Context: an optimization exercise on an open-source flow, tuned for small area, a short achievable clock period and few clock cycles per item. The choices shown serve that exercise and are no tape-out recipe. Where RTL was checked, it was by simulation tests only, not by an equivalence proof against the original. Only the layout flow was run in runs 5 and 6; the RTL was not checked for function there. No activity file was given, so power comes from the tool's default toggle rates.

**flow/flow/run.sh**
```bash
#!/bin/bash
# Standard layout with a deeper setup repair target; tool output goes to standard.log here.
bash standard.sh SETUP_SLACK_MARGIN=7 finish > standard.log 2>&1
```
**flow/standard.sh**
```bash
#!/bin/bash
# synth_recipe.tcl (not shown) runs the flow's synth.tcl, then flattens the netlist and writes it again
# the make line also repeats each setting of config.mk as NAME=value (left out here)
make -C /OpenROAD-flow-scripts/flow DESIGN_CONFIG=/design/flow/config.mk WORK_HOME=/design/flow/orfs CLKGATE_MAP_FILE= SYNTH_SCRIPT=/design/flow/synth_recipe.tcl "${@:-finish}"
```
**flow/config.mk**
```make
export PLATFORM = sky130hd
export DESIGN_NAME = ascii_arith_command_interpreter
export DESIGN_NICKNAME = ascii_arith_command_interpreter
export VERILOG_FILES = /design/flow/design.v
export SDC_FILE = /design/flow/constraint.sdc
export NUM_CORES = 4
export LEC_CHECK = 0
export CAP_MARGIN = 20
export CORE_MARGIN = 2
export CORE_UTILIZATION = 50
export SLEW_MARGIN = 20
```
**flow/constraint.sdc**
```tcl
create_clock -name core_clock -period 10.0 [get_ports {clock}]
set_input_delay 2.0000 -clock core_clock [delete_from_list [all_inputs] [get_ports {clock}]]
set_output_delay 2.0000 -clock core_clock [all_outputs]
set_load 0.01 [all_outputs]
```
**flow/design.v**
```verilog
package aaci_pkg;
   localparam logic [1:0] CMD_ADD = 2'd0;
   localparam logic [1:0] CMD_SUB = 2'd1;
   localparam logic [1:0] CMD_MUL = 2'd2;
   localparam logic [1:0] CMD_BYE = 2'd3;
   localparam logic [2:0] ST_OK       = 3'd0;
   localparam logic [2:0] ST_BAD_CMD  = 3'd1;
   localparam logic [2:0] ST_FEW_ARGS = 3'd2;
   localparam logic [2:0] ST_MANY     = 3'd3;
   localparam logic [2:0] ST_BAD_IN   = 3'd4;
   localparam logic [2:0] ST_BYE      = 3'd5;
   localparam logic [2:0] ST_OVERFLOW = 3'd6;
endpackage
module ascii_arith_command_interpreter (
   input  logic        clock,
   input  logic        reset,
   input  logic        req_valid,
   output logic        req_ready,
   input  logic [7:0]  req_byte_req,
   output logic        rsp_valid,
   input  logic        rsp_ready,
   output logic [2:0]  rsp_status,
   output logic [31:0] rsp_value
);
   localparam logic [1:0] CMD_ADD = 2'd0;
   localparam logic [1:0] CMD_SUB = 2'd1;
   localparam logic [1:0] CMD_MUL = 2'd2;
   localparam logic [1:0] CMD_BYE = 2'd3;
   localparam logic [2:0] ST_OK       = 3'd0;
   localparam logic [2:0] ST_BAD_CMD  = 3'd1;
   localparam logic [2:0] ST_FEW_ARGS = 3'd2;
   localparam logic [2:0] ST_MANY     = 3'd3;
   localparam logic [2:0] ST_BAD_IN   = 3'd4;
   localparam logic [2:0] ST_BYE      = 3'd5;
   localparam logic [2:0] ST_OVERFLOW = 3'd6;
   localparam logic [1:0] M_FIRST = 2'd0;
   localparam logic [1:0] M_ADD   = 2'd1;
   localparam logic [1:0] M_SUB   = 2'd2;
   localparam logic [1:0] M_MUL   = 2'd3;
   logic        v_ff, v_in, rr_ff, rr_in;
   logic [7:0]  b_ff, b_in;
   logic        ign_ff, ign_in;        
   logic [7:0]  len_ff, len_in;        
   logic        full_ff, full_in;      
   logic [3:0]  pos_ff, pos_in;        
   logic [1:0]  cmd_ff, cmd_in;        
   logic        alive_ff, alive_in;    
   logic        nul_ff, nul_in;
   logic [2:0]  spc_ff, spc_in;        
   logic        badin_ff, badin_in;    
   logic        lastsp_ff, lastsp_in;  
   logic [31:0] rs_ff, t_ff, sum;
   logic [31:1] rc_ff;
   logic        rv_ff, rv_in;
   logic [2:0]  st_ff;
   logic [1:0]  mode_ff, mode_in;      
   logic        ps2_ff, ps4_ff, ps8_ff, qs1_ff, qs2_ff, qsn_ff;
   logic is_nl, is_sp, is_dig, is_nul, go, lend, spc0, word_end_ok;
   logic [3:0] name_len;
   logic [7:0] name_chr;
   logic [2:0] status;
   assign is_nl  = b_ff == 8'd10;
   assign is_sp  = b_ff == 8'd32;
   assign is_nul = b_ff == 8'd0;
   assign is_dig = b_ff[7:4] == 4'h3 && (!b_ff[3] || b_ff[2:1] == 2'b00);
   assign req_ready = rr_ff;
   assign go        = v_ff && rr_ff;
   assign lend      = go && !ign_ff && (is_nl || full_ff);
   assign spc0      = spc_ff == 3'd0;
   always_comb begin
      unique case (cmd_ff)
         CMD_ADD: name_len = 4'd3;
         CMD_SUB: name_len = 4'd8;
         CMD_MUL: name_len = 4'd8;
         default: name_len = 4'd3;
      endcase
      name_chr = 8'd0;
      unique case (cmd_ff)
         CMD_ADD: case (pos_ff)
            4'd1: name_chr = "d";
            4'd2: name_chr = "d";
            default: ;
         endcase
         CMD_SUB: case (pos_ff)
            4'd1: name_chr = "u";
            4'd2: name_chr = "b";
            4'd3: name_chr = "t";
            4'd4: name_chr = "r";
            4'd5: name_chr = "a";
            4'd6: name_chr = "c";
            4'd7: name_chr = "t";
            default: ;
         endcase
         CMD_MUL: case (pos_ff)
            4'd1: name_chr = "u";
            4'd2: name_chr = "l";
            4'd3: name_chr = "t";
            4'd4: name_chr = "i";
            4'd5: name_chr = "p";
            4'd6: name_chr = "l";
            4'd7: name_chr = "y";
            default: ;
         endcase
         default: case (pos_ff)
            4'd1: name_chr = "y";
            4'd2: name_chr = "e";
            default: ;
         endcase
      endcase
   end
   assign word_end_ok = alive_ff && pos_ff == name_len;
   always_comb begin
      if (nul_ff)
         status = ST_BAD_CMD;
      else if (spc_ff == 3'd5)
         status = ST_MANY;
      else if (spc0 ? !word_end_ok : !alive_ff)
         status = ST_BAD_CMD;
      else if (cmd_ff == CMD_BYE)
         status = ST_BYE;
      else if (spc_ff < 3'd2)
         status = ST_FEW_ARGS;
      else if (badin_ff || lastsp_ff)
         status = ST_BAD_IN;
      else
         status = ST_OK;
      if (!is_nl)
         status = ST_OVERFLOW;
   end
   always_comb begin
      ign_in    = ign_ff;
      len_in    = len_ff;
      pos_in    = pos_ff;
      cmd_in    = cmd_ff;
      alive_in  = alive_ff;
      nul_in    = nul_ff;
      spc_in    = spc_ff;
      badin_in  = badin_ff;
      lastsp_in = lastsp_ff;
      rv_in     = rv_ff && !rsp_ready;
      if (go) begin
         if (ign_ff) begin
            ign_in = !is_nl;
         end else if (lend) begin
            rv_in     = 1'b1;
            ign_in    = !is_nl;
            len_in    = '0;
            pos_in    = '0;
            cmd_in    = CMD_ADD;
            alive_in  = 1'b1;
            nul_in    = 1'b0;
            spc_in    = '0;
            badin_in  = 1'b0;
            lastsp_in = 1'b0;
         end else begin
            len_in    = len_ff + 8'd1;
            lastsp_in = is_sp;
            if (is_nul) begin
               nul_in = 1'b1;
            end
            if (is_sp) begin
               if (spc0) begin
                  alive_in = word_end_ok;
               end else if (lastsp_ff) begin
                  badin_in = 1'b1;
               end
               if (spc_ff != 3'd5) begin
                  spc_in = spc_ff + 3'd1;
               end
            end else if (spc0) begin
               pos_in = pos_ff + 4'd1;
               if (pos_ff == 4'd0) begin
                  alive_in = alive_ff && (b_ff == "a" || b_ff == "s" || b_ff == "m" || b_ff == "b");
                  cmd_in   = b_ff[4] ? CMD_SUB : b_ff[3] ? CMD_MUL : b_ff[1] ? CMD_BYE : CMD_ADD;
               end else if (pos_ff >= name_len || b_ff != name_chr) begin
                  alive_in = 1'b0;
               end
            end else if (!is_dig) begin
               badin_in = 1'b1;
            end
         end
      end
      full_in = len_in == 8'd255;
      v_in  = rr_ff ? req_valid : v_ff;
      b_in  = rr_ff ? req_byte_req : b_ff;
      rr_in = !(v_in && rv_in && (b_in == 8'd10 || b_in == 8'd32 || full_in));
      if (spc_in == 3'd1)
         mode_in = M_FIRST;
      else if (cmd_in == CMD_MUL)
         mode_in = M_MUL;
      else if (cmd_in == CMD_SUB)
         mode_in = M_SUB;
      else
         mode_in = M_ADD;
   end
   function automatic logic [5:0] selects(input logic [1:0] m, input logic [3:0] d);
      logic ps2, ps4, ps8, qs1, qs2, qsn;
      ps2 = 1'b0; ps4 = 1'b0; ps8 = 1'b0; qs1 = 1'b0; qs2 = 1'b0; qsn = 1'b0;
      unique case (m)
         M_FIRST: ;
         M_MUL: unique case (d)
            4'd1: qs1 = 1'b1;
            4'd2: ps2 = 1'b1;
            4'd3: begin ps2 = 1'b1; qs1 = 1'b1; end
            4'd4: ps4 = 1'b1;
            4'd5: begin ps4 = 1'b1; qs1 = 1'b1; end
            4'd6: begin ps4 = 1'b1; qs2 = 1'b1; end
            4'd7: begin ps8 = 1'b1; qs1 = 1'b1; qsn = 1'b1; end
            4'd8: ps8 = 1'b1;
            4'd9: begin ps8 = 1'b1; qs1 = 1'b1; end
            default: ;
         endcase
         default: begin
            ps8 = 1'b1;
            qs1 = 1'b1;
         end
      endcase
      selects = {ps2, ps4, ps8, qs1, qs2, qsn};
   endfunction
   logic [3:0]  d;
   logic        first, add, sub, mul;
   logic        k3, a2, a1, a0, b0, x0, p2, p1, p0;
   logic [31:0] o1, o2, o3, o4, opp, opq, s1, c1, s2, c2, s3, c3, s4, c4, x1, x2, x3;
   assign d     = b_ff[3:0];
   assign first = mode_ff == M_FIRST;
   assign add   = mode_ff == M_ADD;
   assign sub   = mode_ff == M_SUB;
   assign mul   = mode_ff == M_MUL;
   always_comb begin
      k3 = (first || add) && d[3];
      a2 = ((first || add) && d[2]) || (sub && !d[2] && !d[3]);
      a1 = ((first || add) && d[1]) || (sub && !d[1] && !d[3]);
      a0 = ((first || add) && d[0]) || (sub && !d[0]) || (mul && d == 4'd7);
      b0 = add || (sub && !d[3]);
      x0 = b0;
      p2 = add;
      p1 = add;
      p0 = add;
   end
   always_comb begin
      o1  = {rs_ff[28:0], a2, a1, a0};
      o2  = {rs_ff[30:0], b0};
      o3  = {rc_ff[28:1], k3, 3'd0};
      o4  = {rc_ff[30:1], 2'd0};
      opp = ({t_ff[30:0], 1'b0} & {32{ps2_ff}}) | ({t_ff[29:0], 2'b0} & {32{ps4_ff}})
          | ({t_ff[28:0], 3'b0} & {32{ps8_ff}}) | {29'd0, p2, p1, p0};
      opq = ((t_ff & {32{qs1_ff}}) | ({t_ff[30:0], 1'b0} & {32{qs2_ff}})) ^ {32{qsn_ff}};
      for (int i = 0; i < 32; i++) begin
         {c1[i], s1[i]} = 2'(o1[i]) + 2'(o2[i]) + 2'(o3[i]);
      end
      x1 = {c1[30:0], x0};
      for (int i = 0; i < 32; i++) begin
         {c2[i], s2[i]} = 2'(s1[i]) + 2'(x1[i]) + 2'(o4[i]);
      end
      x2 = {c2[30:0], 1'b0};
      for (int i = 0; i < 32; i++) begin
         {c3[i], s3[i]} = 2'(s2[i]) + 2'(x2[i]) + 2'(opp[i]);
      end
      x3 = {c3[30:0], 1'b0};
      for (int i = 0; i < 32; i++) begin
         {c4[i], s4[i]} = 2'(s3[i]) + 2'(x3[i]) + 2'(opq[i]);
      end
      sum = rs_ff + {rc_ff[31:1], 1'b0};
   end
   always_ff @(posedge clock) begin
      if (rr_ff) begin
         b_ff <= req_byte_req;
      end
   end
   always_ff @(posedge clock) begin
      if (reset) begin
         v_ff      <= 1'b0;
         rr_ff     <= 1'b1;
         rv_ff     <= 1'b0;
         ign_ff    <= 1'b0;
         len_ff    <= '0;
         full_ff   <= 1'b0;
         pos_ff    <= '0;
         cmd_ff    <= CMD_ADD;
         alive_ff  <= 1'b1;
         nul_ff    <= 1'b0;
         spc_ff    <= '0;
         badin_ff  <= 1'b0;
         lastsp_ff <= 1'b0;
      end else begin
         v_ff      <= v_in;
         rr_ff     <= rr_in;
         rv_ff     <= rv_in;
         ign_ff    <= ign_in;
         len_ff    <= len_in;
         full_ff   <= full_in;
         pos_ff    <= pos_in;
         cmd_ff    <= cmd_in;
         alive_ff  <= alive_in;
         nul_ff    <= nul_in;
         spc_ff    <= spc_in;
         badin_ff  <= badin_in;
         lastsp_ff <= lastsp_in;
      end
   end
   always_ff @(posedge clock) begin
      mode_ff <= mode_in;
      {ps2_ff, ps4_ff, ps8_ff, qs1_ff, qs2_ff, qsn_ff} <= selects(mode_in, b_in[3:0]);
   end
   always_ff @(posedge clock) begin
      if (lend) begin
         st_ff <= status;
      end
   end
   always_ff @(posedge clock) begin
      if (go && !ign_ff) begin
         if (lend) begin
            t_ff <= (status == ST_OK) ? sum : '0;
         end else if (is_sp) begin
            if (spc0) begin
               rs_ff <= '0;
               rc_ff <= '0;
            end else if (spc_ff != 3'd5) begin
               t_ff <= (cmd_ff == CMD_MUL) ? sum : ~sum;
               if (cmd_ff == CMD_MUL) begin
                  rs_ff <= '0;
                  rc_ff <= '0;
               end
            end
         end else if (is_dig && !spc0) begin
            rs_ff <= s4;
            rc_ff <= c4[30:0];
         end
      end
   end
   assign rsp_valid  = rv_ff;
   assign rsp_status = st_ff;
   assign rsp_value  = t_ff;
endmodule
```
==> summary.txt, run 1 <==
GRT
  – Grt total ovfl: 0
  – First-pass GRT wire length: 48.6 mm
  – Vias in the first global route: approximately 8600
  – Largest net degree at the start of global routing: 66
  – Initial antenna violation count: 0
  – GRT Util Overall: 0.261

Timing
  – Slew @ Worst Pin: 0.943 ns
  – Slew headroom: 0.371
  – Max Fclk: 326 MHz
  – Hold Fails Final Rpt: 0
  – Setup violations, final: 0
  – Fin crit period: approximately 3 ns
  – Clock Skew: 0.0184 ns
  – Period Utilization, post-route: 0.306
  – Final Max Slew Viols: 0
  – RSZ-0062 raised after global routing: yes
  – Final setup TNS: 0 ns
  – Final worst slack: 6.94 ns

Die
  – Full die area: around 0.024 sq mm
  – Std cell rows: 55
  – I/O pin count: 49
  – Starting density of the core: 0.507
  – Die Span X: between 150 and 200 um
  – Die height: 155 um
  – Core area: 0.0226 sq mm

Critical path
  – Max FO, Critical Path: 2
  – Reg2reg setup slack: about 7.0 ns
  – Slowest cell on crit path: edfxtp_1
  – Required @ worst endpoint: 8.00 ns
  – Critical Path End Type: output port
  – Crit path max-delay family: flip-flops
  – Reg2reg end: rs_ff[5]
  – Crit path to: rsp_value[28]
  – Setup crit start: t_ff[28]
  – Worst path cell trace: buf_2
  – Critical setup path kind: flip-flop to output port
  – Worst r2r src: rs_ff[2]
  – CP Depth: 1
  – Reg2reg path depth: 7
  – Type of origin of the critical path: flip-flop
  – Worst EP arrival: 1.06 ns
  – Critical Path Max Stage Delay: 0.46 ns
  – Buf/Inv on CP: 1

Detailed routing
  – Initial DRC Count: 784
  – DR pass1 iterations: 6
  – Vias per Instance: just under 6
  – DR WL/cell: 20.5 um
  – Drt drc: 0
  – DRT Wirelength: 30.5 mm
  – Routed via count: 8752
  – Routed Antenna Nets: 0

Finish
  – Core Util, Final: 0.593
  – Area occupied by multi-input gates: 0.00735 sq mm
  – # diodes: 0
  – Leading cell type in the layout, fill and taps excluded: nor2_1
  – Area Growth Syn to Fin: 16.8%
  – Area occupied by registers: 0.00380 sq mm
  – Final net count: 1370
  – Fraction of layout cells with a size suffix above 1: 0.183
  – Filler instances: between 1500 and 2000
  – Most frequent cells in the layout: nor2_1 (127), fa_1 (116), edfxtp_1 (98)
  – Fin cells: 1485

Placement
  – Place WS: between 5 and 6 ns
  – Inst Count DP: 1375
  – Port bufs: 48
  – Gp weighted congestion: 0.887
  – HPWL after DPL: between 20 and 25 mm

Synth
  – Post-synth ARST share: 0
  – Net Count, Synth: 1271
  – Post-synth EDFFs: 98
  – Post-synthesis sequential area ratio: 0.330
  – Netlist cell types: between 70 and 80
  – Top-area cell type share of the netlist area: 0.257
  – Leading post-synthesis cells by cell area: edfxtp_1 (26%), fa_1 (21%), dfxtp_1 (7.3%), ha_1 (5.8%), xnor2_1 (4.2%)
  – Synthesized instance count: 1088
  – Yosys warning count: 1
  – Mean Syn Cell Area: roughly 11 sq um
  – Post-synthesis cell area: 0.0115 sq mm
  – Post-synthesis register bit count: 140
  – Main synth FF type: edfxtp_1
  – Cell accounting for the most synthesized area: edfxtp_1

Clock network
  – Max Root-Sink Buffers: 2
  – CTS H-tree depth: 4
  – Root Driver: clkbuf_16
  – Clk sinks: 140
  – Clock transition at the registers of the reported paths: around 0.070 ns
  – Clk latency of the worst-skew pair: 0.44 ns
  – Cts hold-fix bufs: 0
  – CTS Buf Count: 17
  – CTS tree: built

Power and ir drop
  – Clk pwr share: 0.395
  – Net load switching power: ~500 uW
  – VDD IR max: 0.104 mV
  – PwrDens: 122 mW/mm^2
  – Net Sw Frac: 0.308
  – Leakage: 0.00546 uW
  – Logic gate share of total power: 0.187
  – Internal power: 1130 uW
  – Flop pwr share: 0.418

Job
  – Max cap viols: 0

Min path
  – Worst Hold Class: flip-flop to flip-flop

Run status
  – Status: no timing/DRC/antenna violations
## power by group through the flow
stage | combinational [uW] | sequential, uW | clock [uW]
detailed placement | 302 | 695 | 0
floorplan | 251 | 669 | 0
global placement | 292 | 695 | 0
CTS | 306 | 682 | 653
global route | 355 | 684 | 674
finish | 305 | 683 | 646
## sequential cells by signal, summed over array words and instances, names as in the netlist, 2 cells and up
| register | flops |
|---|---|
| b_ff | 8 |
| spc_ff | 3 |
| mode_ff | 2 |
| rs_ff | 32 |
| cmd_ff | 2 |
| t_ff | 32 |
| st_ff | 3 |
| rc_ff | 31 |
| pos_ff | 4 |
| len_ff | 8 |
## metal layers
| metal | GRT usage | wire length (um) |
|---|---|---|
| met1 | 0.380 | 14000 |
| met2 | 0.420 | 14500 |
| met3 | 0.0357 | 1540 |
| met4 | 0.0577 | 383 |
| met5 | 0 | 0 |
## through the flow
stage | area [sq um] | power [uW] | hold slack [ns]
after floorplan | 11500 | 920 | 0.426
after global placement | 12200 | 987 | 0.437
after detailed placement | 12200 | 997 | 0.445
after CTS | 13000 | 1640 | 0.456
after global routing | 13400 | 1710 | 0.497
final | 13400 | 1630 | 0.454
## cell families after synthesis
kind of cell / count (synthesis) / share of synthesized area
buf+inv: 143 / 0.0493
simple gates: 281 / 0.118
compound gates: 232 / 0.143
flops: 140 / 0.330
mux: 21 / 0.0189
xor+xnor: 100 / 0.0765
fa+ha+maj: 171 / 0.264
## layout make-up
type	instances	share of cell area
clock buffers	17	0.0318
inverters	90	0.0256
multi-input cells	806	0.549
repair buffers	132	0.0703
well taps	285	0.0267
clock inverters	15	0.0121
flip-flops and latches	140	0.284
## synth_stat cells, types with 6 or more instances
master,n
a211o_1,6
a211oi_1,6
a21o_1,18
a21oi_1,45
a222oi_1,28
a22oi_1,36
and2_1,6
and3_1,6
buf_1,9
clkbuf_1,38
dfxtp_1,42
edfxtp_1,98
fa_1,118
ha_1,53
inv_1,89
mux2i_1,16
nand2_1,47
nand2b_1,14
nand3_1,15
nand4_1,13
nor2_1,128
nor2b_1,11
nor3_1,11
o21ai_0,40
xnor2_1,55
xor2_1,45
## timing repair
item / in CTS / in global routing
pin swaps: 9 / 41
gates resized for setup: 182 / 37
setup buffers: 47 / 30
gates cloned: 1 / 0
endpoints found under the setup margin: 127 / 130
## how the worst min path moves through the flow
stage	end	cells after the start	start	slack [ns]
5_1_grt	badin_ff	2	badin_ff	0.50
6_report	badin_ff	2	badin_ff	0.45
3_3_place_gp	badin_ff	2	badin_ff	0.44
4_1_cts	badin_ff	2	badin_ff	0.46
3_5_place_dp	badin_ff	2	badin_ff	0.45
2_1_floorplan	badin_ff	2	badin_ff	0.43
Testbench counts, summed over its fixed seeds: cycles 85,220, lines 3,200.
==> run 2, diff against run 1 <==
==> flow/flow/run.sh (replaced) <==
#!/bin/bash
# Standard layout with a deeper setup repair target; tool output goes to standard.log here.
bash standard.sh SETUP_SLACK_MARGIN=6.9 finish > standard.log 2>&1
--- a/flow/config.mk
+++ b/flow/config.mk
@@ -7,5 +7,5 @@
 export LEC_CHECK = 0
 export CAP_MARGIN = 20
 export CORE_MARGIN = 2
-export CORE_UTILIZATION = 50
+export CORE_UTILIZATION = 40
 export SLEW_MARGIN = 20
==> run 2 against run 1 <==
  * Count of clock-buffer cells in the layout rose by 1
  * Routed wire length shrank 2.7%
  * Fmax decreased by 0.51%
  * Clock skew fell by 0.0038 ns
  * Die area increased by 24%
  * Synthesized cell count did not move
  * Hold slack better by 0.034 ns
  * Clock power down 6.3%
  * Flip-flop and latch count stayed put
  * Global-route usage fell by 5.7 points
  * First-iteration DRC count up 6.8%
  * Via count shrank 1.4%
  * Critical path type unchanged
  * Critical endpoint is now rsp_value[29]
  * Largest power group unchanged
==> summary.txt, run 2 <==
Clock network
  – CTS Buf Count: 17
  – CTS tree: built
  – Clk latency of the worst-skew pair: 0.43 ns
  – CTS H-tree depth: 4
  – Root Driver: clkbuf_16
  – Clk sinks: 140
  – Max Root-Sink Buffers: 2
  – Cts hold-fix bufs: 0
  – Clock transition at the registers of the reported paths: roughly 0.070 ns

Timing
  – Hold Fails Final Rpt: 0
  – Fin crit period: 3.08 ns
  – RSZ-0062 raised after global routing: yes
  – Clock Skew: 0.0146 ns
  – Final setup TNS: 0 ns
  – Setup violations, final: 0
  – Final Max Slew Viols: 0
  – Slew headroom: 0.331
  – Slew @ Worst Pin: about 1 ns
  – Max Fclk: 325 MHz
  – Period Utilization, post-route: 0.308

Die
  – Starting density of the core: 0.409
  – Die Span X: 173 um
  – Die height: 173 um
  – I/O pin count: between 40 and 50
  – Full die area: 0.0300 sq mm
  – Core area: around 0.028 sq mm
  – Std cell rows: 61

Finish
  – Leading cell type in the layout, fill and taps excluded: nor2_1
  – # diodes: 0
  – Fin cells: 1549
  – Area Growth Syn to Fin: 14.5%
  – Area occupied by multi-input gates: 0.00725 sq mm
  – Most frequent cells in the layout: nor2_1 (128), fa_1 (118), edfxtp_1 (98)
  – Largest regs: rs_ff: 32 flops, t_ff: 32 flops, rc_ff: 31 flops
  – Filler instances: 2617
  – Area occupied by registers: 0.00379 sq mm
  – Fraction of layout cells with a size suffix above 1: 0.140
  – Final net count: 1341

Detailed routing
  – Drt drc: 0
  – Routed Antenna Nets: 0
  – DR WL/cell: around 19 um
  – Initial DRC Count: about 840
  – DRT Wirelength: 29.7 mm
  – Vias per Instance: 5.57
  – DR pass1 iterations: 7
  – Routed via count: 8631

GRT
  – Largest net degree at the start of global routing: 64
  – First-pass GRT wire length: 48.6 mm
  – GRT Util Overall: 0.204
  – Vias in the first global route: 8686
  – Initial antenna violation count: 0
  – Grt total ovfl: 0

Synth
  – Post-synthesis register bit count: 140
  – Leading post-synthesis cells by cell area: edfxtp_1 (26%), fa_1 (21%), dfxtp_1 (7.3%), ha_1 (5.8%), xnor2_1 (4.2%)
  – Post-synth ARST share: 0
  – Top-area cell type share of the netlist area: 0.257
  – Post-synthesis sequential area ratio: 0.330
  – Mean Syn Cell Area: 10.5 sq um
  – Net Count, Synth: approximately 1300
  – Cell accounting for the most synthesized area: edfxtp_1
  – Synthesized instance count: 1088
  – Most common cell in the netlist: nor2_1
  – Netlist cell types: 71
  – Post-synth EDFFs: 98
  – Yosys warning count: 1
  – Main synth FF type: edfxtp_1
  – Post-synthesis cell area: around 0.011 sq mm
  – Post-synth top cells: nor2_1 (128), fa_1 (118), edfxtp_1 (98)

Min path
  – Hold_sp: badin_ff
  – Worst Hold Class: flip-flop to flip-flop

Critical path
  – Type of origin of the critical path: flip-flop
  – Required @ worst endpoint: 8.00 ns
  – Max FO, Critical Path: 2
  – Critical Path Max Stage Delay: approximately 0.47 ns
  – Worst r2r src: rs_ff[16]
  – Crit path max-delay family: flip-flops
  – Worst path cell trace: buf_2
  – Worst EP arrival: 1.08 ns
  – Critical setup path kind: flip-flop to output port
  – Critical Path End Type: output port
  – Setup crit start: t_ff[29]
  – Buf/Inv on CP: 1
  – Slowest cell on crit path: edfxtp_1

Power and ir drop
  – Leakage: 0.00527 uW
  – VDD IR max: 0.121 mV
  – PwrDens: 121 mW/mm^2

Placement
  – Port bufs: 48
  – Inst Count DP: 1470
  – Gp weighted congestion: 0.848
  – HPWL after DPL: slightly above 20 mm

Job
  – Max cap viols: 0

Run status
  – Status: no timing/DRC/antenna violations
==> run 2: cell counts after synthesis <==
No cell type changed its count.
==> run 2: power by group <==
group          total (uW)  switching (uW)  internal (uW)
Clock                 605             282            323
Sequential            662            11.2            651
Combinational         321             179            143
Total                1590             472           1120
==> run 2: kinds of logic after synthesis <==
family | share of synthesized area
fa+ha+maj | 0.264
simple gates | 0.118
xor+xnor | 0.0765
buf+inv | 0.0493
flops | 0.330
mux | 0.0189
compound gates | 0.143
==> run 2: final timing paths <==
path / to / slack, ns / depth (start not counted)
hold reg to reg: badin_ff / 0.49 / 2
hold / removal: badin_ff / 0.49 / 2
setup / recovery: rsp_value[29] / 6.92 / 1
setup reg to reg: rs_ff[17] / 6.97 / 7
==> run 2: stage by stage <==
stage	total power, uW	instance area (sq um)	setup slack [ns]	utilization	hold WS, ns
after floorplan	920	11500	6.84	-	0.426
after global placement	984	12300	6.36	0.438	0.436
after detailed placement	995	12300	6.23	0.438	0.462
after CTS	1600	13000	6.90	0.464	0.471
after global routing	1670	13100	6.83	0.468	0.488
final	1590	13100	6.92	0.468	0.487
==> run 2: tightest hold or removal path, stage by stage, from the launching register on <==
cell and delay [ns]:
dfxtp_1 0.33, inv_1 0.05, a21oi_1 0.06
==> run 2: area by class of cell <==
type,instances,share of cell area
Clock inverter,14,0.00830
Clock buffer,18,0.0327
Inverter,90,0.0261
Multi-Input combinational cell,807,0.553
Tap cell,378,0.0361
Sequential cell,140,0.289
Timing Repair Buffer,102,0.0545
==> run 2: repair_timing <==
item | in CTS | in global routing
setup buffers | 36 | 9
cloned | 1 | 1
hold endpoints to repair | 0 | 0
resized for setup | 150 | 22
setup endpoints to repair | 89 | 40
pin swaps | 4 | 4
==> run 2: metal layers <==
metal  routed length (um)  GRT usage  share of wire
met5                    0          0              0
met4                  466     0.0579          0.016
met3                 1660     0.0270          0.056
met2                14300      0.338           0.48
met1                13200      0.281           0.45
==> run 3, diff against run 2 <==
--- a/flow/config.mk
+++ b/flow/config.mk
@@ -8,4 +8,6 @@
 export CAP_MARGIN = 20
 export CORE_MARGIN = 2
 export CORE_UTILIZATION = 40
+export CTS_CLUSTER_DIAMETER = 150
+export CTS_CLUSTER_SIZE = 40
 export SLEW_MARGIN = 20
==> run 3 against run 2 <==
  * Total power stayed put
  * Register-to-register slack hardly changed
  * Non-clock buffer count stayed put
  * Combinational power hardly changed
  * Largest cell class unchanged
  * Largest power group unchanged
==> summary.txt, run 3 <==
Die
  – Full die area: 0.0300 sq mm
  – Die Span X: 173 um
  – Die height: 173 um
  – Starting density of the core: 0.409
  – I/O pin count: 49
  – Core area: between 0.02 and 0.03 sq mm
  – Std cell rows: 61

Clock network
  – CTS tree: built
  – Clk latency of the worst-skew pair: 0.43 ns
  – Clock transition at the registers of the reported paths: about 0.070 ns
  – CTS H-tree depth: 4
  – CTS Buf Count: 17
  – Root Driver: clkbuf_16
  – Max Root-Sink Buffers: 2
  – Clk sinks: 140

Placement
  – DP Area: 0.0123 sq mm
  – Gp weighted congestion: 0.848
  – HPWL after DPL: 20.1 mm
  – Port bufs: 48

Critical path
  – Type of origin of the critical path: flip-flop
  – Worst EP arrival: between 1 and 1.5 ns
  – Slowest cell on crit path: edfxtp_1
  – Worst r2r src: rs_ff[16]
  – Critical setup path kind: flip-flop to output port
  – Buf/Inv on CP: 1
  – Reg2reg end: rs_ff[17]
  – Critical Path Max Stage Delay: 0.47 ns
  – Critical Path End Type: output port
  – Worst path cell trace: buf_2
  – Reg2reg path depth: 7
  – Max FO, Critical Path: 2
  – Reg2reg setup slack: approximately 7.0 ns
  – Required @ worst endpoint: 8.00 ns
  – Crit path max-delay family: flip-flops

Finish
  – Area Growth Syn to Fin: 14.5%
  – Final net count: approximately 1300
  – Filler instances: 2617
  – Most frequent cells in the layout: nor2_1 (128), fa_1 (118), edfxtp_1 (98)
  – Fraction of layout cells with a size suffix above 1: 0.140
  – Largest regs: rs_ff: 32 flops, t_ff: 32 flops, rc_ff: 31 flops
  – Post-route cell area: between 0.01 and 0.015 sq mm
  – Leading cell type in the layout, fill and taps excluded: nor2_1
  – # diodes: 0

Detailed routing
  – DR pass1 iterations: 7
  – Routed Antenna Nets: 0
  – DR WL/cell: 19.2 um
  – Initial DRC Count: about 840
  – Drt drc: 0
  – Vias per Instance: 5.57
  – Routed via count: 8631
  – DRT Wirelength: just under 30 mm

Timing
  – Slew headroom: 0.331
  – Slew @ Worst Pin: 1.00 ns
  – RSZ-0062 raised after global routing: yes
  – Max Fclk: 325 MHz
  – Clock Skew: about 0.015 ns
  – Final setup TNS: 0 ns
  – Period Utilization, post-route: 0.308
  – Hold Fails Final Rpt: 0
  – Final Max Slew Viols: 0
  – Hold Slack: ~0.49 ns
  – Fin crit period: 3.08 ns
  – Setup violations, final: 0

GRT
  – Initial antenna violation count: 0
  – Vias in the first global route: slightly below 9000
  – First-pass GRT wire length: 48.6 mm
  – Grt total ovfl: 0
  – Largest net degree at the start of global routing: 64
  – GRT Util Overall: 0.204

Synth
  – Post-synth EDFFs: 98
  – Post-synthesis sequential area ratio: 0.330
  – Leading post-synthesis cells by cell area: edfxtp_1 (26%), fa_1 (21%), dfxtp_1 (7.3%), ha_1 (5.8%), xnor2_1 (4.2%)
  – Yosys warning count: 1
  – Net Count, Synth: 1271
  – Synthesized instance count: 1088
  – Mean Syn Cell Area: 10.5 sq um
  – Post-synthesis register bit count: 140
  – Top-area cell type share of the netlist area: 0.257
  – Main synth FF type: edfxtp_1
  – Netlist cell types: 71
  – Post-synth top cells: nor2_1 (128), fa_1 (118), edfxtp_1 (98)
  – Post-synth ARST share: 0
  – Post-synthesis cell area: 0.0115 sq mm
  – Most common cell in the netlist: nor2_1
  – Cell accounting for the most synthesized area: edfxtp_1

Min path
  – Min-Delay Path Depth: 2
  – Hold-critical path endpoint: badin_ff
  – Hold_sp: badin_ff
  – Worst Hold Class: flip-flop to flip-flop

Power and ir drop
  – Power consumption: roughly 1600 uW
  – VDD IR max: 0.121 mV
  – Leakage: 0.00527 uW
  – PwrDens: about 120 mW/mm^2

Job
  – Max cap viols: 0

Run status
  – Status: no timing/DRC/antenna violations
[run 3: worst max-delay path by stage]
| stage | start | end | slack [ns] | depth (start not counted) |
|---|---|---|---|---|
| after floorplan | req_byte_req[4] | rr_ff | 6.84 | 4 |
| after global placement | b_ff[4] | t_ff[24] | 6.36 | 8 |
| after detailed placement | b_ff[4] | t_ff[30] | 6.23 | 8 |
| after CTS | t_ff[13] | rsp_value[13] | 6.90 | 1 |
| after global routing | rs_ff[17] | t_ff[29] | 6.83 | 9 |
| final | t_ff[29] | rsp_value[29] | 6.92 | 1 |
[run 3: cells by family after synthesis]
family / share of synthesized area
AOI/OAI and AO/OA: 0.143
DFF: 0.330
adders and majority gates: 0.264
muxes: 0.0189
xor gates and xnor gates: 0.0765
and+or+nand+nor: 0.118
buffers and inverters: 0.0493
[run 3: stage by stage]
step / cells / util / setup slack, ns
floorplan: 1088 / - / 6.84
global placement: 1470 / 0.438 / 6.36
detailed placement: 1470 / 0.438 / 6.23
CTS: 1539 / 0.464 / 6.90
global route: 1549 / 0.468 / 6.83
finish: 1549 / 0.468 / 6.92
[run 3: where the power goes]
| group | internal [uW] | switching [uW] |
|---|---|---|
| combinational | 143 | 179 |
| sequential | 651 | 11.2 |
| clock | 323 | 282 |
| total | 1120 | 472 |
[run 3: final cells by class]
| class | instances | area (sq um) | area share |
|---|---|---|---|
| Tap cell | 378 | 473 | 0.0361 |
| Multi-Input combinational cell | 807 | 7250 | 0.553 |
| Timing Repair Buffer | 102 | 714 | 0.0545 |
| Clock inverter | 14 | 109 | 0.00830 |
| Sequential cell | 140 | 3790 | 0.289 |
| Inverter | 90 | 343 | 0.0261 |
| Clock buffer | 18 | 429 | 0.0327 |
[run 3: what timing repair did]
action                     4_1_cts  5_1_grt
cloned                           1        1
hold buffers                     0        0
buffers inserted                36        9
pin swaps                        4        4
setup endpoints to repair       89       40
resized for setup              150       22
[run 3: routing by layer]
metal | vias to the layer above | track usage | part of all wire
met5 | - | 0 | 0
met4 | 0 | 0.0579 | 0.016
met3 | 40 | 0.0270 | 0.056
met2 | 312 | 0.338 | 0.48
met1 | 4291 | 0.281 | 0.45
li1 | 3988 | - | -
==> run 4, diff against run 3 <==
==> flow/flow/run.sh (replaced) <==
#!/bin/bash
bash standard.sh SETUP_SLACK_MARGIN=6.8 finish > standard.log 2>&1
--- a/flow/config.mk
+++ b/flow/config.mk
@@ -8,6 +8,4 @@
 export CAP_MARGIN = 20
 export CORE_MARGIN = 2
 export CORE_UTILIZATION = 40
-export CTS_CLUSTER_DIAMETER = 150
-export CTS_CLUSTER_SIZE = 40
 export SLEW_MARGIN = 20
==> run 4 against run 3 <==
  * Still clean
  * Hold slack worse by 0.027 ns
  * First-iteration DRC count is 8.6% higher
  * Cell count fell by 0.13%
  * Non-clock buffer count decreased by 2
  * Area after synthesis unchanged
  * Synthesized cell count is the same
  * Register-to-register slack better by 0.04 ns
  * Core utilization grew 0.50 points
  * Flip-flop and latch count unchanged
  * Critical path depth is the same
  * Setup slack lost 0.092 ns
  * Critical endpoint is now rsp_value[26]
  * Largest power group unchanged
==> summary.txt, run 4 <==
Timing
  – Max Fclk: 315 MHz
  – Fin crit period: 3.17 ns
  – Setup violations, final: 0
  – Slew headroom: 0.294
  – Hold Slack: 0.460 ns
  – Final Max Slew Viols: 0
  – Period Utilization, post-route: 0.317
  – Slew @ Worst Pin: 1.06 ns
  – Clock Skew: 0.0133 ns
  – RSZ-0062 raised after global routing: no
  – Final setup TNS: 0 ns
  – Hold Fails Final Rpt: 0

Synth
  – Leading post-synthesis cells by cell area: edfxtp_1 (26%), fa_1 (21%), dfxtp_1 (7.3%), ha_1 (5.8%), xnor2_1 (4.2%)
  – Post-synthesis cell area: 0.0115 sq mm
  – Post-synth top cells: nor2_1 (128), fa_1 (118), edfxtp_1 (98)
  – Yosys warning count: 1
  – Post-synth ARST share: 0
  – Post-synthesis register bit count: 140
  – Mean Syn Cell Area: 10.5 sq um
  – Post-synth EDFFs: 98
  – Net Count, Synth: around 1300
  – Most common cell in the netlist: nor2_1
  – Cell accounting for the most synthesized area: edfxtp_1
  – Main synth FF type: edfxtp_1
  – Top-area cell type share of the netlist area: 0.257
  – Synthesized instance count: 1088
  – Netlist cell types: 71
  – Post-synthesis sequential area ratio: 0.330

Finish
  – Leading cell type in the layout, fill and taps excluded: nor2_1
  – Final net count: 1339
  – Post-route cell area: 0.0133 sq mm
  – # diodes: 0
  – Most frequent cells in the layout: nor2_1 (128), fa_1 (118), edfxtp_1 (98)
  – Fraction of layout cells with a size suffix above 1: 0.107
  – Core Util, Final: 0.473
  – Filler instances: between 2000 and 3000
  – Area Growth Syn to Fin: 15.7%
  – Largest regs: rs_ff: 32 flops, t_ff: 32 flops, rc_ff: 31 flops

Min path
  – Min-Delay Path Depth: 2
  – Worst Hold Class: flip-flop to flip-flop

Clock network
  – CTS tree: built
  – Max Root-Sink Buffers: 2
  – CTS H-tree depth: 4
  – Root Driver: clkbuf_16
  – Clock transition at the registers of the reported paths: 0.07 ns
  – CTS Buf Count: 17
  – Cts hold-fix bufs: 0
  – Clk sinks: 140
  – Clk latency of the worst-skew pair: about 0.44 ns

Critical path
  – Critical setup path kind: flip-flop to output port
  – Buf/Inv on CP: 1
  – Reg2reg path depth: 12
  – Worst path cell trace: dlygate4sd2_1
  – Slowest cell on crit path: edfxtp_1
  – CP Depth: 1
  – Critical Path Max Stage Delay: 0.43 ns
  – Critical Path End Type: output port
  – Worst EP arrival: 1.17 ns
  – Required @ worst endpoint: 8.00 ns
  – Type of origin of the critical path: flip-flop
  – Max FO, Critical Path: 2
  – Crit path max-delay family: flip-flops

Placement
  – DP Area: 0.0123 sq mm
  – Gp weighted congestion: 0.865
  – HPWL after DPL: 19.9 mm
  – Port bufs: 48

Power and ir drop
  – Power consumption: 1620 uW
  – Leakage: 0.00529 uW
  – VDD IR max: 0.129 mV
  – PwrDens: approximately 120 mW/mm^2

GRT
  – Initial antenna violation count: 0
  – First-pass GRT wire length: 48.4 mm
  – Largest net degree at the start of global routing: 64
  – Vias in the first global route: 8723
  – Grt total ovfl: 0
  – GRT Util Overall: 0.202

Die
  – I/O pin count: 49
  – Starting density of the core: 0.409
  – Core area: 0.0280 sq mm
  – Die Span X: 173 um
  – Std cell rows: 61
  – Die height: roughly 170 um
  – Full die area: about 0.030 sq mm

Detailed routing
  – DR WL/cell: 19.0 um
  – DRT Wirelength: slightly below 30 mm
  – DR pass1 iterations: 8
  – Drt drc: 0
  – Initial DRC Count: 909
  – Routed Antenna Nets: 0
  – Routed via count: 8531
  – Vias per Instance: around 5.5

Run status
  – Status: no timing/DRC/antenna violations

Job
  – Max cap viols: 0
run 4: cell counts after synthesis:
Identical to the previous run, type by type.
run 4: per-layer routing:
metal / vias up / share of wire / GRT usage
li1: 3976 / - / -
met1: 4233 / 0.45 / 0.278
met2: 282 / 0.48 / 0.331
met3: 40 / 0.052 / 0.0351
met4: 0 / 0.017 / 0.0558
met5: - / 0 / 0
run 4: cell type report:
cell class	instances	area, sq um	share of cell area
sequential	140	3790	0.286
multi-input combinational	807	7230	0.546
clock buffer	17	425	0.0321
inverter	90	343	0.0259
clock inverter	15	145	0.0109
tap	378	473	0.0357
timing repair buffer	100	846	0.0638
run 4: repair_timing:
| item | CTS | global route |
|---|---|---|
| setup buffers | 36 | 7 |
| setup endpoints to repair | 82 | 64 |
| pin swaps | 4 | 2 |
| cloned | 1 | 1 |
| gates resized for setup | 61 | 20 |
run 4: cells by family after synthesis:
logic type | share of synthesized area
multiplexers | 0.0189
adder cells (fa/ha/maj) | 0.264
AND/OR/NAND/NOR | 0.118
flip-flops | 0.330
XOR/XNOR | 0.0765
AO/OA/AOI/OAI | 0.143
buffers and inverters | 0.0493
run 4: worst reg2reg max path, stage by stage (launching register included):
cell and delay [ns]:
dfxtp_1 0.39, inv_1 0.08, ha_1 0.31, inv_1 0.06, ha_1 0.29, and4b_1 0.29
o21ai_0 0.09, o21ai_0 0.24, nor2_1 0.19, o21ai_4 0.29, o21ai_0 0.16, a22oi_1 0.21
o211ai_1 0.12
run 4: report_power, final:
group / switching [uW] / total [uW] / internal, uW
sequential: 11.3 / 662 / 651
combinational: 178 / 319 / 141
clock: 305 / 637 / 332
total: 494 / 1620 / 1120
run 4: final timing paths:
kind | startpoint | to | slack [ns]
max | t_ff[26] | rsp_value[26] | 6.83
min | badin_ff | badin_ff | 0.46
max reg2reg | cmd_ff[0] | t_ff[30] | 7.01
min reg2reg | badin_ff | badin_ff | 0.46
run 4: through the flow:
step / worst slack, ns / std cells
floorplan: 6.80 / 1088
global placement: 6.28 / 1470
detailed placement: 6.23 / 1470
CTS: 6.64 / 1539
global route: 6.79 / 1547
finish: 6.83 / 1547
==> run 5, diff against run 4 <==
--- a/flow/design.v
+++ b/flow/design.v
@@ -254,11 +254,11 @@
       end
       x2 = {c2[30:0], 1'b0};
       for (int i = 0; i < 32; i++) begin
-         {c3[i], s3[i]} = 2'(s2[i]) + 2'(x2[i]) + 2'(opp[i]);
+         {c3[i], s3[i]} = 2'(s2[i]) + 2'(x2[i]) + 2'(opq[i]);
       end
       x3 = {c3[30:0], 1'b0};
       for (int i = 0; i < 32; i++) begin
-         {c4[i], s4[i]} = 2'(s3[i]) + 2'(x3[i]) + 2'(opq[i]);
+         {c4[i], s4[i]} = 2'(s3[i]) + 2'(x3[i]) + 2'(opp[i]);
       end
       sum = rs_ff + {rc_ff[31:1], 1'b0};
    end
==> flow/flow/run.sh (replaced) <==
#!/bin/bash
# Standard layout with a deeper setup repair target; tool output goes to standard.log here.
bash standard.sh SETUP_SLACK_MARGIN=7 finish > standard.log 2>&1
==> run 5 against run 4 <==
  * Setup slack got worse by 0.00095 ns
  * Largest power group unchanged
  * Highest routed layer unchanged
  * Still clean on timing, DRC and antenna
  * Synthesized cell count up 3.4%
  * Register-to-register slack better by 0.04 ns
==> summary.txt, run 5 <==
Timing
  – Slew @ Worst Pin: 0.935 ns
  – Setup violations, final: 0
  – RSZ-0062 raised after global routing: yes
  – Max Fclk: 315 MHz
  – Fin crit period: 3.17 ns
  – Period Utilization, post-route: 0.317
  – Slew headroom: 0.377
  – Hold Slack: 0.450 ns
  – Final setup TNS: 0 ns
  – Clock Skew: around 0.015 ns
  – Final worst slack: 6.83 ns
  – Final Max Slew Viols: 0
  – Hold Fails Final Rpt: 0

Synth
  – Top-area cell type share of the netlist area: 0.253
  – Most common cell in the netlist: nor2_1
  – Netlist cell types: 71
  – Post-synth top cells: nor2_1 (135), fa_1 (118), edfxtp_1 (98)
  – Yosys warning count: 1
  – Net Count, Synth: approximately 1300
  – Post-synthesis sequential area ratio: 0.325
  – Mean Syn Cell Area: approximately 10 sq um
  – Post-synth EDFFs: a little under 100
  – Largest family of logic cells by synthesized area: adder cells
  – Leading post-synthesis cells by cell area: edfxtp_1 (25%), fa_1 (20%), dfxtp_1 (7.2%), ha_1 (5.7%), nor2_1 (4.4%)
  – Synthesized instance count: ~1100
  – Post-synthesis cell area: 0.0116 sq mm
  – Main synth FF type: edfxtp_1
  – Post-synthesis mux area share: 0.0192
  – Post-Synth Adder-Cell Area: 0.260
  – Synth Area in XOR/XNOR: 0.0723
  – Compound-Gate Fraction of Synth Area: 0.145
  – Cell accounting for the most synthesized area: edfxtp_1
  – Post-synth ARST share: 0
  – Simple-gate portion of the synthesized area: 0.130
  – Post-synthesis register bit count: 140

Finish
  – Final net count: about 1400
  – Most frequent cells in the layout: nor2_1 (133), fa_1 (116), edfxtp_1 (98)
  – Post-route cell area: 0.0139 sq mm
  – Largest regs: rs_ff: 32 flops, t_ff: 32 flops, rc_ff: 31 flops
  – Leading cell type in the layout, fill and taps excluded: nor2_1
  – Fraction of layout cells with a size suffix above 1: 0.198
  – Area Growth Syn to Fin: 19.6%
  – # diodes: 0
  – Core Util, Final: 0.486

Critical path
  – Max FO, Critical Path: 4
  – Required @ worst endpoint: 8.00 ns
  – Slowest cell on crit path: edfxtp_1
  – Critical setup path kind: flip-flop to output port
  – Crit path max-delay family: flip-flops
  – Type of origin of the critical path: flip-flop
  – Worst EP arrival: 1.17 ns
  – Critical Path Max Stage Delay: about 0.53 ns
  – Buf/Inv on CP: 1
  – Critical Path End Type: output port
  – Worst path cell trace: buf_2

GRT
  – Initial antenna violation count: 0
  – GRT Util Overall: 0.213
  – Grt total ovfl: 0
  – Vias in the first global route: 9234
  – First-pass GRT wire length: around 51 mm
  – Largest net degree at the start of global routing: 35

Clock network
  – CTS tree: built
  – Max Root-Sink Buffers: 2
  – CTS Buf Count: 17
  – Cts hold-fix bufs: 0
  – CTS H-tree depth: 4
  – Clk sinks: 140
  – Root Driver: clkbuf_16
  – Clock transition at the registers of the reported paths: 0.08 ns
  – Clk latency of the worst-skew pair: 0.44 ns

Die
  – I/O pin count: around 50
  – Starting density of the core: 0.406
  – Full die area: 0.0304 sq mm
  – Std cell rows: 62
  – Die height: between 150 and 200 um
  – Core area: 0.0286 sq mm
  – Die Span X: approximately 170 um

Placement
  – DP Area: approximately 0.012 sq mm
  – Port bufs: 48
  – Gp weighted congestion: 0.808
  – Place WS: 6.33 ns
  – HPWL after DPL: 21.1 mm

Min path
  – Worst Hold Class: flip-flop to flip-flop

Detailed routing
  – DRT Wirelength: 31.6 mm
  – DR pass1 iterations: 6
  – Vias per Instance: approximately 5.6
  – DR WL/cell: 19.4 um
  – Initial DRC Count: 869
  – Drt drc: 0
  – Routed via count: 9074
  – Routed Antenna Nets: 0

Power and ir drop
  – PwrDens: 118 mW/mm^2
  – VDD IR max: 0.0848 mV
  – Leakage: 0.00552 uW

Job
  – Max cap viols: 0

Run status
  – Status: no timing/DRC/antenna violations
run 5: area by class of cell:
cell class | instances | area (sq um)
Fill cell | 2603 | 14700
Multi-Input combinational cell | 844 | 7620
Sequential cell | 140 | 3810
Timing Repair Buffer | 138 | 1060
Tap cell | 384 | 480
Clock buffer | 18 | 450
Inverter | 89 | 339
Clock inverter | 14 | 138
run 5: cell families (layout without fill, tap and decap cells):
logic type | Yosys count | after routing
AO/OA/AOI/OAI | 243 | 243
buffers and inverters | 142 | 259
multiplexers | 21 | 21
XOR/XNOR | 96 | 96
flip-flops | 140 | 140
AND/OR/NAND/NOR | 312 | 313
adder cells (fa/ha/maj) | 171 | 171
run 5: metal layers:
layer / vias to the layer above / track usage / share of wire
li1: 4193 / - / -
met1: 4503 / 0.282 / 0.43
met2: 328 / 0.349 / 0.47
met3: 50 / 0.0405 / 0.066
met4: 0 / 0.0756 / 0.026
met5: - / 0 / 0
run 5: power by group:
| group | total [uW] | internal [uW] | switching [uW] | leakage, uW |
|---|---|---|---|---|
| Clock | 648 | 347 | 301 | 0.000293 |
| Sequential | 677 | 650 | 26.7 | 0.00123 |
| Combinational | 312 | 146 | 166 | 0.00400 |
| Total | 1640 | 1140 | 494 | 0.00552 |
run 5: stage by stage:
step / total power (uW) / std cells
2_1_floorplan: 912 / 1125
3_3_place_gp: 978 / 1511
3_5_place_dp: 988 / 1511
4_1_cts: 1640 / 1595
5_1_grt: 1720 / 1627
6_report: 1640 / 1627
run 5: what timing repair did:
item | 4_1_cts | 5_1_grt
pin swaps | 10 | 38
buffers inserted | 51 | 30
setup endpoints to repair | 139 | 103
gates resized for setup | 184 | 68
gates cloned | 1 | 1
run 5: path summary, 6_finish.rpt:
path | cells past startpoint | end | slack, ns | start
hold reg to reg | 2 | badin_ff | 0.45 | badin_ff
hold / removal | 2 | badin_ff | 0.45 | badin_ff
setup / recovery | 1 | rsp_value[30] | 6.83 | t_ff[30]
setup reg to reg | 7 | rs_ff[7] | 7.05 | rs_ff[4]
==> run 6, diff against run 5 <==
--- a/flow/config.mk
+++ b/flow/config.mk
@@ -7,5 +7,5 @@
 export LEC_CHECK = 0
 export CAP_MARGIN = 20
 export CORE_MARGIN = 2
-export CORE_UTILIZATION = 40
+export CORE_UTILIZATION = 50
 export SLEW_MARGIN = 20
==> run 6 against run 5 <==
  * Sequential share of layout area increased by 0.28 points
  * Count of clock-buffer cells in the layout decreased by 1
  * First-iteration DRC count decreased by 2.0%
  * Core utilization increased by 12 points
  * Largest power group unchanged
  * Highest routed layer unchanged
==> summary.txt, run 6 <==
GRT
  – Vias in the first global route: roughly 8900
  – Grt total ovfl: 0
  – Largest net degree at the start of global routing: 62
  – First-pass GRT wire length: a little under 50 mm
  – GRT Util Overall: 0.262
  – Initial antenna violation count: 0

Power and ir drop
  – VDD IR max: 0.0872 mV
  – Leakage: 0.00549 uW
  – PwrDens: between 100 and 150 mW/mm^2

Synth
  – Post-synth ARST share: 0
  – Post-synth EDFFs: 98
  – Post-synthesis sequential area ratio: 0.325
  – Cell accounting for the most synthesized area: edfxtp_1
  – Top-area cell type share of the netlist area: 0.253
  – Simple-gate portion of the synthesized area: 0.130
  – Main synth FF type: edfxtp_1
  – Post-synthesis register bit count: 140
  – Mean Syn Cell Area: 10.3 sq um
  – Largest family of logic cells by synthesized area: adder cells
  – Post-synth top cells: nor2_1 (135), fa_1 (118), edfxtp_1 (98)
  – Synthesized instance count: 1125
  – Most common cell in the netlist: nor2_1
  – Net Count, Synth: ~1300
  – Post-Synth Adder-Cell Area: 0.260
  – Compound-Gate Fraction of Synth Area: 0.145
  – Post-synthesis mux area share: 0.0192
  – Leading post-synthesis cells by cell area: edfxtp_1 (25%), fa_1 (20%), dfxtp_1 (7.2%), ha_1 (5.7%), nor2_1 (4.4%)
  – Yosys warning count: 1
  – Post-synthesis cell area: 0.0116 sq mm
  – Synth Area in XOR/XNOR: 0.0723
  – Netlist cell types: 71

Die
  – I/O pin count: a little under 50
  – Core area: 0.0227 sq mm
  – Std cell rows: 55
  – Full die area: 0.0245 sq mm
  – Die Span X: 156 um
  – Starting density of the core: 0.512
  – Die height: between 150 and 200 um

Critical path
  – Type of origin of the critical path: flip-flop
  – Crit path max-delay family: flip-flops
  – Critical setup path kind: flip-flop to output port
  – Buf/Inv on CP: 1
  – Required @ worst endpoint: 8.00 ns
  – Max FO, Critical Path: 2
  – Worst EP arrival: 1.05 ns
  – Critical Path Max Stage Delay: 0.45 ns
  – Slowest cell on crit path: edfxtp_1
  – Worst path cell trace: buf_2
  – Critical Path End Type: output port

Timing
  – Final setup TNS: 0 ns
  – Slew @ Worst Pin: roughly 0.91 ns
  – RSZ-0062 raised after global routing: yes
  – Setup violations, final: 0
  – Period Utilization, post-route: 0.305
  – Fin crit period: 3.05 ns
  – Clock Skew: between 0.01 and 0.015 ns
  – Slew headroom: 0.392
  – Max Fclk: approximately 330 MHz
  – Hold Fails Final Rpt: 0
  – Final Max Slew Viols: 0

Detailed routing
  – Drt drc: 0
  – DR WL/cell: between 20 and 25 um
  – Routed Antenna Nets: 0
  – DR pass1 iterations: 10
  – Vias per Instance: between 5 and 6
  – DRT Wirelength: 31.0 mm
  – Initial DRC Count: 852
  – Routed via count: around 9000

Placement
  – Port bufs: 48
  – Gp weighted congestion: 0.858
  – HPWL after DPL: a little over 20 mm
  – Inst Count DP: 1413

Job
  – Max cap viols: 0

Finish
  – Fraction of layout cells with a size suffix above 1: 0.200
  – Leading cell type in the layout, fill and taps excluded: nor2_1
  – Area Growth Syn to Fin: 18.2%
  – Largest regs: rs_ff: 32 flops, t_ff: 32 flops, rc_ff: 31 flops
  – # diodes: 0
  – Most frequent cells in the layout: nor2_1 (134), fa_1 (115), edfxtp_1 (98)
  – Final net count: 1412
  – Fin cells: 1527

Clock network
  – Root Driver: clkbuf_16
  – CTS H-tree depth: 4
  – CTS Buf Count: 17
  – Clk sinks: between 100 and 150
  – CTS tree: built
  – Clock transition at the registers of the reported paths: 0.06 ns
  – Clk latency of the worst-skew pair: 0.43 ns
  – Max Root-Sink Buffers: 2
  – Cts hold-fix bufs: 0

Run status
  – Status: no timing/DRC/antenna violations

Min path
  – Worst Hold Class: flip-flop to flip-flop
run 6: cell counts after synthesis:
No cell type changed its count.
run 6: logic make-up after synthesis:
kind of cell / Yosys count
AO/OA/AOI/OAI: 243
XOR/XNOR: 96
adder cells (fa/ha/maj): 171
buffers and inverters: 142
flip-flops: 140
multiplexers: 21
AND/OR/NAND/NOR: 312
run 6: worst paths after layout:
kind,start,cells past startpoint,to,slack [ns]
worst max-delay path,t_ff[11],1,rsp_value[11],6.95
worst min-delay path,badin_ff,2,badin_ff,0.46
worst max register to register,rs_ff[4],7,rs_ff[5],7.05
worst min register to register,badin_ff,2,badin_ff,0.46
run 6: final cells by class:
cell class	instances	area [sq um]
clock buffer	17	425
inverter	89	339
multi-input combinational	843	7640
fill	1954	8970
tap	285	357
timing repair buffer	138	1020
sequential	140	3810
clock inverter	15	153
run 6: worst register-to-register path, stage by stage (launching register included):
cell	delay, ns
edfxtp_1	0.40
buf_4	0.17
fa_1	0.49
fa_1	0.52
inv_1	0.06
fa_1	0.47
fa_1	0.52
nor2_1	0.05
run 6: where the power goes:
| group | internal, uW | total [uW] | switching, uW |
|---|---|---|---|
| registers | 650 | 666 | 16.0 |
| clock network | 333 | 636 | 303 |
| logic | 146 | 323 | 177 |
| total | 1130 | 1630 | 496 |
run 6: per-stage QoR:
stage	setup slack (ns)	hold WS (ns)	utilization	instance area [sq um]	power [uW]
global route	6.92	0.480	0.605	13700	1710
floorplan	6.85	0.426	-	11600	912
global placement	6.36	0.441	0.543	12300	979
detailed placement	6.34	0.447	0.543	12300	985
CTS	6.93	0.457	0.580	13200	1620
finish	6.95	0.457	0.605	13700	1630
run 6: metal layers:
metal | part of all wire | routed length (um) | global-route usage | up-vias
met5 | 0 | 0 | 0 | -
met4 | 0.011 | 337 | 0.0778 | 0
met3 | 0.053 | 1640 | 0.0471 | 19
met2 | 0.47 | 14500 | 0.404 | 267
met1 | 0.47 | 14600 | 0.379 | 4500
li1 | - | - | - | 4187
run 6: what timing repair did:
| action | 4_1_cts | 5_1_grt |
|---|---|---|
| pin swaps | 7 | 55 |
| setup endpoints to repair | 140 | 120 |
| cloned | 0 | 1 |
| setup buffers | 44 | 37 |
| resized for setup | 179 | 68 |
==> run 7, diff against run 6 <==
--- a/flow/design.v
+++ b/flow/design.v
@@ -254,11 +254,11 @@
       end
       x2 = {c2[30:0], 1'b0};
       for (int i = 0; i < 32; i++) begin
-         {c3[i], s3[i]} = 2'(s2[i]) + 2'(x2[i]) + 2'(opq[i]);
+         {c3[i], s3[i]} = 2'(s2[i]) + 2'(x2[i]) + 2'(opp[i]);
       end
       x3 = {c3[30:0], 1'b0};
       for (int i = 0; i < 32; i++) begin
-         {c4[i], s4[i]} = 2'(s3[i]) + 2'(x3[i]) + 2'(opp[i]);
+         {c4[i], s4[i]} = 2'(s3[i]) + 2'(x3[i]) + 2'(opq[i]);
       end
       sum = rs_ff + {rc_ff[31:1], 1'b0};
    end
==> flow/flow/run.sh (replaced) <==
#!/bin/bash
# The standard layout, with the setup repair aiming for 6.9 ns of slack at the 10 ns clock
# (a 3.1 ns path target, about what the output paths allow) instead of none, so repair_timing
# works towards the period the design can reach.  Each tool's output goes to standard.log here.
bash standard.sh SETUP_SLACK_MARGIN=6.9 finish > standard.log 2>&1
--- a/flow/config.mk
+++ b/flow/config.mk
@@ -7,5 +7,5 @@
 export LEC_CHECK = 0
 export CAP_MARGIN = 20
 export CORE_MARGIN = 2
-export CORE_UTILIZATION = 50
+export CORE_UTILIZATION = 45
 export SLEW_MARGIN = 20
==> run 7 against run 6 <==
  * Largest power group unchanged
  * Routed wire length decreased by 3.0%
  * Combinational power decreased by 3%
  * Count of clock-buffer cells in the layout increased by 3
  * Sequential share of layout area increased by 1.1 points
  * Global-route usage decreased by 2.3 points
==> summary.txt, run 7 <==
Run status
  – Status: no timing/DRC/antenna violations

Die
  – Core area: 0.0251 sq mm
  – Full die area: 0.0267 sq mm
  – I/O pin count: 49
  – Die Span X: 164 um
  – Std cell rows: between 50 and 60
  – Die height: 164 um
  – Starting density of the core: 0.456

Synth
  – Net Count, Synth: around 1300
  – Mean Syn Cell Area: roughly 11 sq um
  – Leading post-synthesis cells by cell area: edfxtp_1 (26%), fa_1 (21%), dfxtp_1 (7.3%), ha_1 (5.8%), xnor2_1 (4.2%)
  – Most common cell in the netlist: nor2_1
  – Netlist cell types: between 70 and 80
  – Cell accounting for the most synthesized area: edfxtp_1
  – Yosys warning count: 1
  – Post-synth ARST share: 0
  – Post-synthesis register bit count: 140
  – Post-synthesis sequential area ratio: 0.330
  – Synthesized instance count: 1088
  – Main synth FF type: edfxtp_1
  – Post-synthesis cell area: roughly 0.011 sq mm
  – Top-area cell type share of the netlist area: 0.257
  – Post-synth EDFFs: 98
  – Post-synth top cells: nor2_1 (128), fa_1 (118), edfxtp_1 (98)

Clock network
  – CTS H-tree depth: 4
  – Clk sinks: 140
  – CTS Buf Count: 17
  – Clk latency of the worst-skew pair: between 0.4 and 0.5 ns
  – Max Root-Sink Buffers: 2
  – Clock transition at the registers of the reported paths: 0.06 ns
  – Root Driver: clkbuf_16
  – CTS tree: built
  – Cts hold-fix bufs: 0

Detailed routing
  – Initial DRC Count: between 800 and 900
  – Vias per Instance: 5.77
  – DR WL/cell: 19.9 um
  – Drt drc: 0
  – Routed Antenna Nets: 0
  – DR pass1 iterations: 6
  – Routed via count: 8705
  – DRT Wirelength: ~30 mm

Timing
  – Max Fclk: 325 MHz
  – Slew headroom: 0.301
  – Period Utilization, post-route: 0.308
  – Fin crit period: 3.08 ns
  – RSZ-0062 raised after global routing: yes
  – Final Max Slew Viols: 0
  – Slew @ Worst Pin: between 1 and 1.5 ns
  – Setup violations, final: 0
  – Clock Skew: 0.0188 ns
  – Final setup TNS: 0 ns
  – Hold Fails Final Rpt: 0

GRT
  – Grt total ovfl: 0
  – Largest net degree at the start of global routing: 67
  – First-pass GRT wire length: 48.9 mm
  – GRT Util Overall: 0.239
  – Initial antenna violation count: 0
  – Vias in the first global route: 8902

Critical path
  – Critical setup path kind: flip-flop to output port
  – Type of origin of the critical path: flip-flop
  – Worst EP arrival: 1.08 ns
  – Setup crit start: t_ff[4]
  – Critical Path Max Stage Delay: 0.47 ns
  – Max FO, Critical Path: 2
  – Buf/Inv on CP: 1
  – Worst path cell trace: buf_2
  – Worst r2r src: b_ff[4]
  – Required @ worst endpoint: 8.00 ns
  – Slowest cell on crit path: edfxtp_1
  – Crit path max-delay family: flip-flops
  – Critical Path End Type: output port

Power and ir drop
  – VDD IR max: just over 0.09 mV
  – PwrDens: 123 mW/mm^2
  – Leakage: 0.00534 uW

Finish
  – Final net count: 1348
  – Most frequent cells in the layout: nor2_1 (127), fa_1 (117), edfxtp_1 (98)
  – Leading cell type in the layout, fill and taps excluded: nor2_1
  – Largest regs: rs_ff: 32 flops, t_ff: 32 flops, rc_ff: 31 flops
  – Area Growth Syn to Fin: 15.2%
  – Core Util, Final: 0.526
  – # diodes: 0
  – Fraction of layout cells with a size suffix above 1: 0.154

Min path
  – Hold_sp: badin_ff
  – Worst Hold Class: flip-flop to flip-flop

Placement
  – Gp weighted congestion: 0.867
  – Port bufs: 48
  – HPWL after DPL: between 20 and 25 mm

Job
  – Max cap viols: 0
run 7: cell count changes in the layout (fill, tap and decap cells not counted), sizes merged, moves of 6 or more:
cell / delta
buf: -30
a21oi: -13
nand3: -12
a211o: +6
nand4: +6
nor2: -6
nor3: -6
run 7: kinds of logic after synthesis:
kind of cell               share of synthesized area
and+or+nand+nor                                0.118
AOI/OAI and AO/OA                              0.143
adders and majority gates                      0.264
DFF                                            0.330
xor gates and xnor gates                      0.0765
muxes                                         0.0189
buffers and inverters                         0.0493
run 7: tightest hold or removal path: cells and delay by family, from the launching register on:
family	cells	cell delay, ns
flip-flops	1	0.31
buffers and inverters	1	0.06
AO/OA/AOI/OAI	1	0.05
run 7: final cells by class:
| class | instances | area [sq um] |
|---|---|---|
| clock buffers | 20 | 479 |
| clock inverters | 12 | 95.1 |
| fillers | 2316 | 11900 |
| inverters | 90 | 343 |
| multi-input cells | 807 | 7290 |
| flip-flops and latches | 140 | 3800 |
| well taps | 330 | 413 |
| repair buffers | 109 | 777 |
run 7: where the power goes:
part	leakage [uW]	switching [uW]	internal, uW	total [uW]
clock	0.000291	283	354	637
combinational	0.00381	170	143	314
sequential	0.00123	26.6	651	678
total	0.00534	479	1150	1630
run 7: worst paths after layout:
check                           slack, ns  cells past startpoint      endpoint
worst min register to register       0.47                      2      badin_ff
worst min-delay path                 0.47                      2      badin_ff
worst max-delay path                 6.92                      1  rsp_value[4]
worst max register to register       6.99                      8      t_ff[30]
run 7: timing repair:
item | in CTS | in global routing
gates cloned | 1 | 1
setup buffers | 38 | 16
endpoints found under the setup margin | 137 | 80
gates resized for setup | 159 | 27
pin swaps | 4 | 5
run 7: layer usage:
layer | up-vias | share of wire | routed length (um) | GRT usage
li1 | 4011 | - | - | -
met3 | 43 | 0.052 | 1570 | 0.0424
met4 | 0 | 0.019 | 565 | 0.0634
met2 | 302 | 0.47 | 14200 | 0.388
met5 | - | 0 | 0 | 0
met1 | 4349 | 0.46 | 13700 | 0.332
run 7: through the flow:
| step | cells | instance area (sq um) | total power [uW] | setup slack (ns) | hold slack, ns |
|---|---|---|---|---|---|
| after global placement | 1420 | 12200 | 991 | 6.31 | 0.437 |
| after detailed placement | 1420 | 12200 | 999 | 6.29 | 0.469 |
| final | 1508 | 13200 | 1630 | 6.92 | 0.470 |
| after CTS | 1491 | 13000 | 1630 | 6.67 | 0.478 |
| after global routing | 1508 | 13200 | 1720 | 6.79 | 0.497 |
| after floorplan | 1088 | 11500 | 920 | 6.84 | 0.426 |
Testbench counts of run 7, summed over its fixed seeds: cycles 85,220, lines 3,200.

## port drivers added, routing unchanged
The results above use ideal ports. As a check the final layouts listed here were re-extracted and re-timed, cells and wires unchanged. Step 1: set_driving_cell puts a clkbuf_16 on clock and a buf_2 on each other input, an assumption about the parent block. Step 2, shift: input delay + t, output delay - t, t = (earliest + latest rising clock arrival at the registers) / 2. This alone moves slack from input paths to output paths. Three values: no drivers, after step 1, after step 2; two values: the first two.
run | t (ns) | setup slack, ns | worst setup path after step 2 | slew at the worst register clock pin (ns) | cell pins on the clock port's net
run 1 | 0.477 | 6.936 / 6.888 / 6.601 | input to register | 0.08 / 0.08 | 1
run 2 | 0.477 | 6.920 / 6.869 / 6.495 | input to register | 0.07 / 0.07 | 1
run 3 | 0.477 | 6.920 / 6.869 / 6.495 | input to register | 0.07 / 0.07 | 1
run 4 | 0.482 | 6.828 / 6.776 / 6.428 | input to register | 0.07 / 0.07 | 1
run 5 | 0.478 | 6.827 / 6.777 / 6.627 | input to register | 0.08 / 0.08 | 1
run 6 | 0.478 | 6.945 / 6.895 / 6.581 | input to register | 0.07 / 0.07 | 1
run 7 | 0.484 | 6.922 / 6.869 / 6.493 | input to register | 0.07 / 0.07 | 1
After both steps every run listed still meets setup and hold. The setup slack of run 7, which loses most, moves by -0.053 ns with the drivers and by -0.429 ns with both steps.
